Source: an optimization exercise on an open RTL-to-GDS flow (aim: small area and a short achievable clock period). Production flows keep margins and buffers that such runs may drop. The RTL was checked by simulation tests, not by an equivalence proof against the original design. Power figures rest on the tool's default switching activity, not on a simulated workload.

**flow/config.mk**
```make
export PLATFORM = sky130hd
export DESIGN_NAME = cpu_top
export DESIGN_NICKNAME = cpu_top
export VERILOG_FILES = /design/flow/design.v
export SDC_FILE = /design/flow/constraint.sdc
export NUM_CORES = 4
export LEC_CHECK = 0
export CAP_MARGIN = 20
export CORE_MARGIN = 2
export CORE_UTILIZATION = 40
export SLEW_MARGIN = 20
```
**flow/constraint.sdc**
```tcl
create_clock -name core_clock -period 5.5 [get_ports {clk}]
set_input_delay 1.1000 -clock core_clock [delete_from_list [all_inputs] [get_ports {clk}]]
set_output_delay 1.1000 -clock core_clock [all_outputs]
set_load 0.01 [all_outputs]
```
**flow/design.v**
```verilog
`default_nettype none
package cpu_pkg;
	localparam int word_width = 16;
	localparam int reg_count = 4;
	localparam int reg_addr_width = 2;
	localparam int dmem_depth = 16;
	localparam int dmem_addr_width = 4;
	localparam logic [3:0] op_adi = 4'd4;
	localparam logic [3:0] op_ori = 4'd5;
	localparam logic [3:0] op_lhi = 4'd6;
	localparam logic [3:0] op_lwd = 4'd7;
	localparam logic [3:0] op_swd = 4'd8;
	localparam logic [3:0] op_rtype = 4'd15;
	localparam logic [5:0] fn_add = 6'd0;
	localparam logic [5:0] fn_sub = 6'd1;
	localparam logic [5:0] fn_and = 6'd2;
	localparam logic [5:0] fn_orr = 6'd3;
	localparam logic [5:0] fn_not = 6'd4;
	localparam logic [5:0] fn_tcp = 6'd5;
	localparam logic [5:0] fn_shl = 6'd6;
	localparam logic [5:0] fn_shr = 6'd7;
	localparam logic [5:0] fn_wwd = 6'd28;
	localparam logic [5:0] fn_hlt = 6'd29;
	localparam logic [3:0] c_nop = 4'd0;
	localparam logic [3:0] c_adi = 4'd1;
	localparam logic [3:0] c_ori = 4'd2;
	localparam logic [3:0] c_lhi = 4'd3;
	localparam logic [3:0] c_lwd = 4'd4;
	localparam logic [3:0] c_swd = 4'd5;
	localparam logic [3:0] c_wwd = 4'd6;
	localparam logic [3:0] c_hlt = 4'd7;
	localparam logic [3:0] c_add = 4'd8;
	localparam logic [3:0] c_sub = 4'd9;
	localparam logic [3:0] c_and = 4'd10;
	localparam logic [3:0] c_orr = 4'd11;
	localparam logic [3:0] c_not = 4'd12;
	localparam logic [3:0] c_tcp = 4'd13;
	localparam logic [3:0] c_shl = 4'd14;
	localparam logic [3:0] c_shr = 4'd15;
endpackage
`default_nettype wire
`default_nettype none
module control (
	input  logic [15:0] inst,
	output logic [3:0]  cls,
	output logic [1:0]  dest
);
	always_comb begin
		cls = cpu_pkg::c_nop;
		case (inst[15:12])
			cpu_pkg::op_adi: cls = cpu_pkg::c_adi;
			cpu_pkg::op_ori: cls = cpu_pkg::c_ori;
			cpu_pkg::op_lhi: cls = cpu_pkg::c_lhi;
			cpu_pkg::op_lwd: cls = cpu_pkg::c_lwd;
			cpu_pkg::op_swd: cls = cpu_pkg::c_swd;
			cpu_pkg::op_rtype: begin
				case (inst[5:0])
					cpu_pkg::fn_add: cls = cpu_pkg::c_add;
					cpu_pkg::fn_sub: cls = cpu_pkg::c_sub;
					cpu_pkg::fn_and: cls = cpu_pkg::c_and;
					cpu_pkg::fn_orr: cls = cpu_pkg::c_orr;
					cpu_pkg::fn_not: cls = cpu_pkg::c_not;
					cpu_pkg::fn_tcp: cls = cpu_pkg::c_tcp;
					cpu_pkg::fn_shl: cls = cpu_pkg::c_shl;
					cpu_pkg::fn_shr: cls = cpu_pkg::c_shr;
					cpu_pkg::fn_wwd: cls = cpu_pkg::c_wwd;
					cpu_pkg::fn_hlt: cls = cpu_pkg::c_hlt;
					default: cls = cpu_pkg::c_nop;
				endcase
			end
			default: cls = cpu_pkg::c_nop;
		endcase
	end
	assign dest = (inst[15:12] == cpu_pkg::op_rtype) ? inst[7:6] : inst[9:8];
endmodule
`default_nettype wire
`default_nettype none
module reg_file (
	input  logic        clk,
	input  logic        rst,
	input  logic [3:0]  rs_oh,
	input  logic [3:0]  rt_oh,
	output logic [15:0] rs_data,
	output logic [15:0] rt_data,
	input  logic [3:0]  we_oh,
	input  logic [15:0] wr_data
);
	logic [15:0] regs [4];
	always_ff @(posedge clk) begin
		for (int i = 0; i < 4; i++) begin
			if (rst || we_oh[i]) begin
				regs[i] <= wr_data;
			end
		end
	end
	always_comb begin
		rs_data = '0;
		rt_data = '0;
		for (int i = 0; i < 4; i++) begin
			rs_data = rs_data | ({16{rs_oh[i]}} & regs[i]);
			rt_data = rt_data | ({16{rt_oh[i]}} & regs[i]);
		end
	end
endmodule
`default_nettype wire
`default_nettype none
module id_ex_reg (
	input  logic        clk,
	input  logic        rst,
	input  logic        inst_valid,
	input  logic [15:0] inst,
	input  logic [3:0]  dec_cls,
	input  logic [1:0]  dec_dest,
	output logic [3:0]  ex_cls,
	output logic [3:0]  ex_rs_oh,
	output logic [3:0]  ex_rt_oh,
	output logic [1:0]  ex_dest,
	output logic [7:0]  ex_imm8
);
	always_ff @(posedge clk) begin
		if (rst || !inst_valid) begin
			ex_cls <= cpu_pkg::c_nop;
		end else begin
			ex_cls <= dec_cls;
		end
	end
	always_ff @(posedge clk) begin
		ex_rs_oh <= 4'b0001 << inst[11:10];
		ex_rt_oh <= 4'b0001 << inst[9:8];
		ex_dest <= dec_dest;
		ex_imm8 <= inst[7:0];
	end
endmodule
`default_nettype wire
`default_nettype none
module execute_stage (
	input  logic        clk,
	input  logic        rst,
	input  logic [3:0]  ex_cls,
	input  logic [1:0]  ex_dest,
	input  logic [7:0]  ex_imm8,
	input  logic [15:0] a,
	input  logic [15:0] b,
	output logic [3:0]  we_oh,
	output logic [15:0] result,
	output logic        wb_valid,
	output logic [1:0]  wb_reg,
	output logic [15:0] wb_data,
	output logic        out_valid,
	output logic [15:0] out_data,
	output logic        halted
);
	logic        halted_q;
	logic        wb_valid_q;
	logic        out_valid_q;
	logic [1:0]  wb_reg_q;
	logic [15:0] wb_data_q;
	logic        live;
	logic        reg_write;
	logic [15:0] sext;
	logic [15:0] add_b;
	logic        add_c;
	logic [15:0] sum;
	logic [3:0]  mem_addr;
	logic [15:0] mem_rdata;
	logic [15:0] alu_y;
	logic [15:0] dmem [16];
	assign live = !halted_q;
	assign sext = {{8{ex_imm8[7]}}, ex_imm8};
	always_comb begin
		add_b = b;
		add_c = 1'b0;
		case (ex_cls)
			cpu_pkg::c_adi: add_b = sext;
			cpu_pkg::c_sub: begin
				add_b = ~b;
				add_c = 1'b1;
			end
			default: ;
		endcase
	end
	assign sum = a + add_b + {15'd0, add_c};
	assign mem_addr = a[3:0] + ex_imm8[3:0];
	assign mem_rdata = dmem[mem_addr];
	always_comb begin
		alu_y = '0;
		case (ex_cls)
			cpu_pkg::c_adi,
			cpu_pkg::c_add,
			cpu_pkg::c_sub: alu_y = sum;
			cpu_pkg::c_ori: alu_y = a | {8'd0, ex_imm8};
			cpu_pkg::c_lhi: alu_y = {ex_imm8, 8'd0};
			cpu_pkg::c_lwd: alu_y = mem_rdata;
			cpu_pkg::c_and: alu_y = a & b;
			cpu_pkg::c_orr: alu_y = a | b;
			cpu_pkg::c_not: alu_y = ~a;
			cpu_pkg::c_tcp: alu_y = -a;
			cpu_pkg::c_shl: alu_y = {a[14:0], 1'b0};
			cpu_pkg::c_shr: alu_y = {a[15], a[15:1]};
			cpu_pkg::c_wwd: alu_y = a;
			default: alu_y = '0;
		endcase
	end
	assign result = rst ? '0 : alu_y;
	always_comb begin
		case (ex_cls)
			cpu_pkg::c_adi, cpu_pkg::c_ori, cpu_pkg::c_lhi, cpu_pkg::c_lwd,
			cpu_pkg::c_add, cpu_pkg::c_sub, cpu_pkg::c_and, cpu_pkg::c_orr,
			cpu_pkg::c_not, cpu_pkg::c_tcp, cpu_pkg::c_shl, cpu_pkg::c_shr:
				reg_write = live;
			default: reg_write = 1'b0;
		endcase
	end
	assign we_oh = reg_write ? (4'b0001 << ex_dest) : 4'b0000;
	always_ff @(posedge clk) begin
		for (int i = 0; i < 16; i++) begin
			if (rst || (live && ex_cls == cpu_pkg::c_swd && mem_addr == 4'(i))) begin
				dmem[i] <= rst ? '0 : b;
			end
		end
	end
	always_ff @(posedge clk) begin
		if (rst) begin
			wb_valid_q <= 1'b0;
			out_valid_q <= 1'b0;
			halted_q <= 1'b0;
		end else begin
			wb_valid_q <= reg_write;
			out_valid_q <= live && ex_cls == cpu_pkg::c_wwd;
			halted_q <= halted_q || (live && ex_cls == cpu_pkg::c_hlt);
		end
	end
	always_ff @(posedge clk) begin
		wb_reg_q <= ex_dest;
		wb_data_q <= alu_y;
	end
	assign wb_valid = wb_valid_q;
	assign wb_reg = wb_reg_q;
	assign wb_data = wb_data_q;
	assign out_valid = out_valid_q;
	assign out_data = wb_data_q;
	assign halted = halted_q;
endmodule
`default_nettype wire
`default_nettype none
module cpu_top (
	input  logic                               clk,
	input  logic                               rst,
	input  logic                               inst_valid,
	input  logic [cpu_pkg::word_width-1:0]     inst,
	output logic                               wb_valid,
	output logic [cpu_pkg::reg_addr_width-1:0] wb_reg,
	output logic [cpu_pkg::word_width-1:0]     wb_data,
	output logic                               out_valid,
	output logic [cpu_pkg::word_width-1:0]     out_data,
	output logic                               halted
);
	logic [3:0]  dec_cls;
	logic [1:0]  dec_dest;
	logic [3:0]  ex_cls;
	logic [3:0]  ex_rs_oh;
	logic [3:0]  ex_rt_oh;
	logic [1:0]  ex_dest;
	logic [7:0]  ex_imm8;
	logic [15:0] a;
	logic [15:0] b;
	logic [3:0]  we_oh;
	logic [15:0] result;
	control u_control (
		.inst (inst),
		.cls  (dec_cls),
		.dest (dec_dest)
	);
	id_ex_reg u_id_ex_reg (
		.clk        (clk),
		.rst        (rst),
		.inst_valid (inst_valid),
		.inst       (inst),
		.dec_cls    (dec_cls),
		.dec_dest   (dec_dest),
		.ex_cls     (ex_cls),
		.ex_rs_oh   (ex_rs_oh),
		.ex_rt_oh   (ex_rt_oh),
		.ex_dest    (ex_dest),
		.ex_imm8    (ex_imm8)
	);
	reg_file u_reg_file (
		.clk     (clk),
		.rst     (rst),
		.rs_oh   (ex_rs_oh),
		.rt_oh   (ex_rt_oh),
		.rs_data (a),
		.rt_data (b),
		.we_oh   (we_oh),
		.wr_data (result)
	);
	execute_stage u_execute_stage (
		.clk       (clk),
		.rst       (rst),
		.ex_cls    (ex_cls),
		.ex_dest   (ex_dest),
		.ex_imm8   (ex_imm8),
		.a         (a),
		.b         (b),
		.we_oh     (we_oh),
		.result    (result),
		.wb_valid  (wb_valid),
		.wb_reg    (wb_reg),
		.wb_data   (wb_data),
		.out_valid (out_valid),
		.out_data  (out_data),
		.halted    (halted)
	);
endmodule
`default_nettype wire
```
**flow/run.sh**
```bash
#!/bin/bash
# synth_recipe.tcl (not shown) runs the flow's synth.tcl, then flattens the netlist and writes it again
# the make line also repeats each setting of config.mk as NAME=value (left out here)
make -C /OpenROAD-flow-scripts/flow DESIGN_CONFIG=/design/flow/config.mk WORK_HOME=/design/flow/orfs CLKGATE_MAP_FILE= SYNTH_SCRIPT=/design/flow/synth_recipe.tcl finish
```
==> run_results.csv <==
group,metric,value,unit
timing,finalHoldViolCount,0,
power,power.density,365.0,nW/µm²
route,first_iter_violations,1547,
synth,syn_area_per_cell,12.43,µm²
worst_setup_path,required,5.72,ns
synth,synthArstFlopShare,0,%
global_route,overflow,0,
worst_setup_path,reg2reg_depth,14,
floorplanning,dieWidth,208.7,µm
floorplanning,placementRows,75,
min_path,hp-class,"reg -> reg",
placed_design,dp.cells,1922,
global_route,first_global_vias,12180,
global_route,grt_max_degree,51,
synth,synth_top_area_share,57.32,%
route,wl,55520,µm
final_layout,nets,1470,
min_path,hold_depth,0,
synth,synth_edf_count,320,
synth,synth.area.top_cells,"edfxtp_1 57%, dfxtp_1 5.1%, a22oi_1 3.0%",
final_layout,layout_commonest_cell,"edfxtp_1",
power,switching_share,27.44,%
floorplanning,coreArea,41670,µm²
placed_design,post_dp_cell_area,18300,µm²
synth,ys_dominant_reg_cell,"edfxtp_1",
synth,synth_nets,1393,
route,drt_first_pass_iters,5,
synth,synthCells,1349,
power,p_sw,1975,µW
timing,fin_setup_tns,0,ns
power,power.internal,5222,µW
clock_network,numCtsBuffers,40,
clock_network,cts.repair.resized,0,
worst_setup_path,cpPeakStageDelay,0.77,ns
timing,finalSetupViolCount,0,
timing,rsz0062_at_grt,"no",
final_layout,layout-drive-gt1-share,14.16,%
floorplanning,die_height,208.7,µm
timing,clock.fmax,201.2,MHz
placed_design,dpl.hpwl,38460,µm
worst_setup_path,crit_path_cell_trace,"a22o_1 > a221oi_1 > nand2_1 > o21ai_0 > o21ai_0 > fa_1 > fa_1 > nor2b_1 > o21a_1 > nor2_1 > xnor2_1 > a221o_1 > a221oi_1 > a21oi_1",
timing,slew_violations,0,
final_layout,synthToLayoutAreaGrowth,17.60,%
timing,fin_crit_sh,90.38,%
clock_network,cts_htree_levels,2,
run_status,status,"complete, no violations",
final_layout,layout_common_cells,"320 x edfxtp_1, 110 x nand2_1, 79 x buf_4, 66 x a22oi_1, 60 x a21oi_1",
clock_network,cts.clk_slew.worst_paths,0.06,ns
worst_setup_path,cp.depth,14,
synth,ys_seq_area_share,62.45,%
floorplanning,dieArea,43570,µm²
worst_setup_path,cp_max_fo,5,
timing,fin_crit,4.971,ns
final_layout,finalInstanceArea,19720,µm²
global_route,antenna_found_initial,1,
clock_network,post_cts_buffers,0,
route,drc,0,
power,power_frac_clock,38.6,%
worst_setup_path,slowest_stage,"a221oi_1",
route,vias,12480,
worst_setup_path,critical_path_arrival,5.19,ns
synth,synth_area_leader_cell,"edfxtp_1",
worst_setup_path,start_kind,"register",
power,power_frac_comb,16.2,%
route,via_per_inst,6.259,
timing,max_slew_margin,27.38,%
placed_design,portBuffers,55,
floorplanning,start_util,40.24,%
final_layout,stdcell_count,1994,
final_layout,diodes,0,
power,pwr-share-seq,45.2,%
clock_network,hold_buffers,0,
worst_setup_path,path_buf_inv,0,
synth,ys.warnings.count,6,
route,ant_nets,0,
clock_network,cts_tree,"yes",
route,drt-wirelength-per-cell,27.84,µm
job,cap_violations,0,
global_route,grt_usage,25.42,%
floorplanning,ioPinCount,56,
clock_network,cts_root_buffer,"clkbuf_16",
synth,synth-seq-cells,363,
synth,yosysUniqueCellTypes,83,
placed_design,gp_congestion,0.9890,
clock_network,clk_latency,0.60,ns
power,p_leak,0.007018,µW
worst_setup_path,critPathKind,"reg -> reg",
power,vdd_drop_max,0.0002926,V
timing,worstMarginPinSlew,1.089,ns
final_layout,fin_util,47.32,%
clock_network,clockBufferDepth,3,
global_route,grt_pass1_wl,81500,µm
worst_setup_path,crit_path_end_kind,"register",
final_layout,n_fill_cell,3740,
worst_setup_path,cpLargestDelayFamily,"compound AO/OA/AOI/OAI gates",
timing,fin_worst_skew,0.04096,ns
clock_network,cts_sinks,363,
synth,netlist_area,16760,µm²
[through the flow]
stage               setup slack, ns  total power (µW)  hold WS, ns
finish                       0.5290              7197       0.4164
global route                 0.2595              7411       0.4364
CTS                          0.5560              7208       0.4191
detailed placement           0.5837              4446       0.4081
global placement             0.5656              4442       0.4044
floorplan                     1.247              3942       0.3731
[cell families (layout without fill, tap and decap cells)]
group	after synthesis	after routing	share of synthesized area [%]
compound gates	416	416	17.98
flops	363	363	62.45
simple gates	356	356	10.67
buf+inv	134	240	3.635
mux	29	29	1.851
fa+ha+maj	27	27	2.120
xor+xnor	24	24	1.299
[worst reg2reg max path: stages (launching register included)]
cell and delay, ns:
edfxtp_1 0.42, a22o_1 0.24, a221oi_1 0.77, nand2_1 0.11, o21ai_0 0.10, o21ai_0 0.13, fa_1 0.52, fa_1 0.49
nor2b_1 0.13, o21a_1 0.15, nor2_1 0.06, xnor2_1 0.15, a221o_1 0.38, a221oi_1 0.65, a21oi_1 0.34
[flip-flops by register name, summed over array words and instances (netlist names)]
register / flops
u_execute_stage.dmem: 256
u_execute_stage.halted_q: 1
u_execute_stage.out_valid_q: 1
u_execute_stage.wb_data_q: 16
u_execute_stage.wb_reg_q: 2
u_execute_stage.wb_valid_q: 1
u_id_ex_reg.ex_cls: 4
u_id_ex_reg.ex_dest: 2
u_id_ex_reg.ex_imm8: 8
u_id_ex_reg.ex_rs_oh: 4
u_id_ex_reg.ex_rt_oh: 4
u_reg_file.regs: 64
[worst paths after layout]
check	slack (ns)	start	endpoint
worst max-delay path	0.53	u_reg_file.regs[0][0]	u_reg_file.regs[2][4]
worst min-delay path	0.42	u_id_ex_reg.ex_dest[1]	u_execute_stage.wb_reg_q[1]
worst max register to register	0.53	u_reg_file.regs[0][0]	u_reg_file.regs[2][4]
worst min register to register	0.42	u_id_ex_reg.ex_dest[1]	u_execute_stage.wb_reg_q[1]
[power groups by stage]
stage / combinational [µW] / sequential [µW] / clock, µW
after floorplan: 658 / 3280 / 0
after global routing: 1230 / 3270 / 2910
after global placement: 1130 / 3310 / 0
after CTS: 1140 / 3260 / 2810
after detailed placement: 1130 / 3310 / 0
final: 1170 / 3260 / 2780
[final cells by class]
class	count	area [µm²]	area share, %
Multi-Input combinational cell	852	5818	29.51
Clock inverter	26	342.8	1.739
Timing Repair Buffer	140	1271	6.448
Inverter	29	108.9	0.5521
Clock buffer	45	1030	5.223
Tap cell	539	674.4	3.421
Sequential cell	363	10470	53.11
[layer usage]
metal  share of wire [%]  vias to the layer above  global-route usage (%)
met5                   0                        -                       0
met2                  47                      624                   41.00
met4                 5.2                        0                   12.07
li1                    -                     5501                       -
met3                 7.1                      150                   4.974
met1                  41                     6206                   33.10
[cell usage after synthesis, types with 7 or more instances]
library cell  number
a221oi_1          35
a21oi_1           60
a222oi_1          16
nand2b_1          14
buf_2             16
dfxtp_1           43
ha_1              22
nand4_1           23
o22ai_1           20
a211oi_1          28
xnor2_1           17
mux2i_1           22
buf_1             10
and3_1            16
nor2_1            61
buf_4             18
nand3_1           32
a221o_1            8
o21ai_0           52
o31ai_1            9
a22o_1            26
clkbuf_1          56
inv_1             28
a31oi_1           19
nor3_1            21
a22oi_1           66
nor2b_1           22
o211ai_1          14
nand2_1          110
edfxtp_1         320
and2_1            17
or3_1              7

[port drivers added, routing unchanged]
The results above use ideal ports. As a check the final layout listed here was re-extracted and re-timed, cells and wires unchanged. Step 1: set_driving_cell puts a clkbuf_16 on clk and a buf_2 on each other input, an assumption about the parent block. Step 2 also shifts input and output timing later by t, the mid clock arrival at the registers, as if the neighbouring blocks saw the same clock. Slacks: ideal ports / drivers / drivers and shift; pairs: ideal ports / drivers.
t, ns: 0.635
setup slack, ns: 0.529 / 0.529 / 0.529
hold slack, ns: 0.416 / 0.416 / 0.416
After both steps this run still meets setup and hold. The setup slack of this run moves by 0.000 ns with the drivers and by 0.000 ns with both steps.
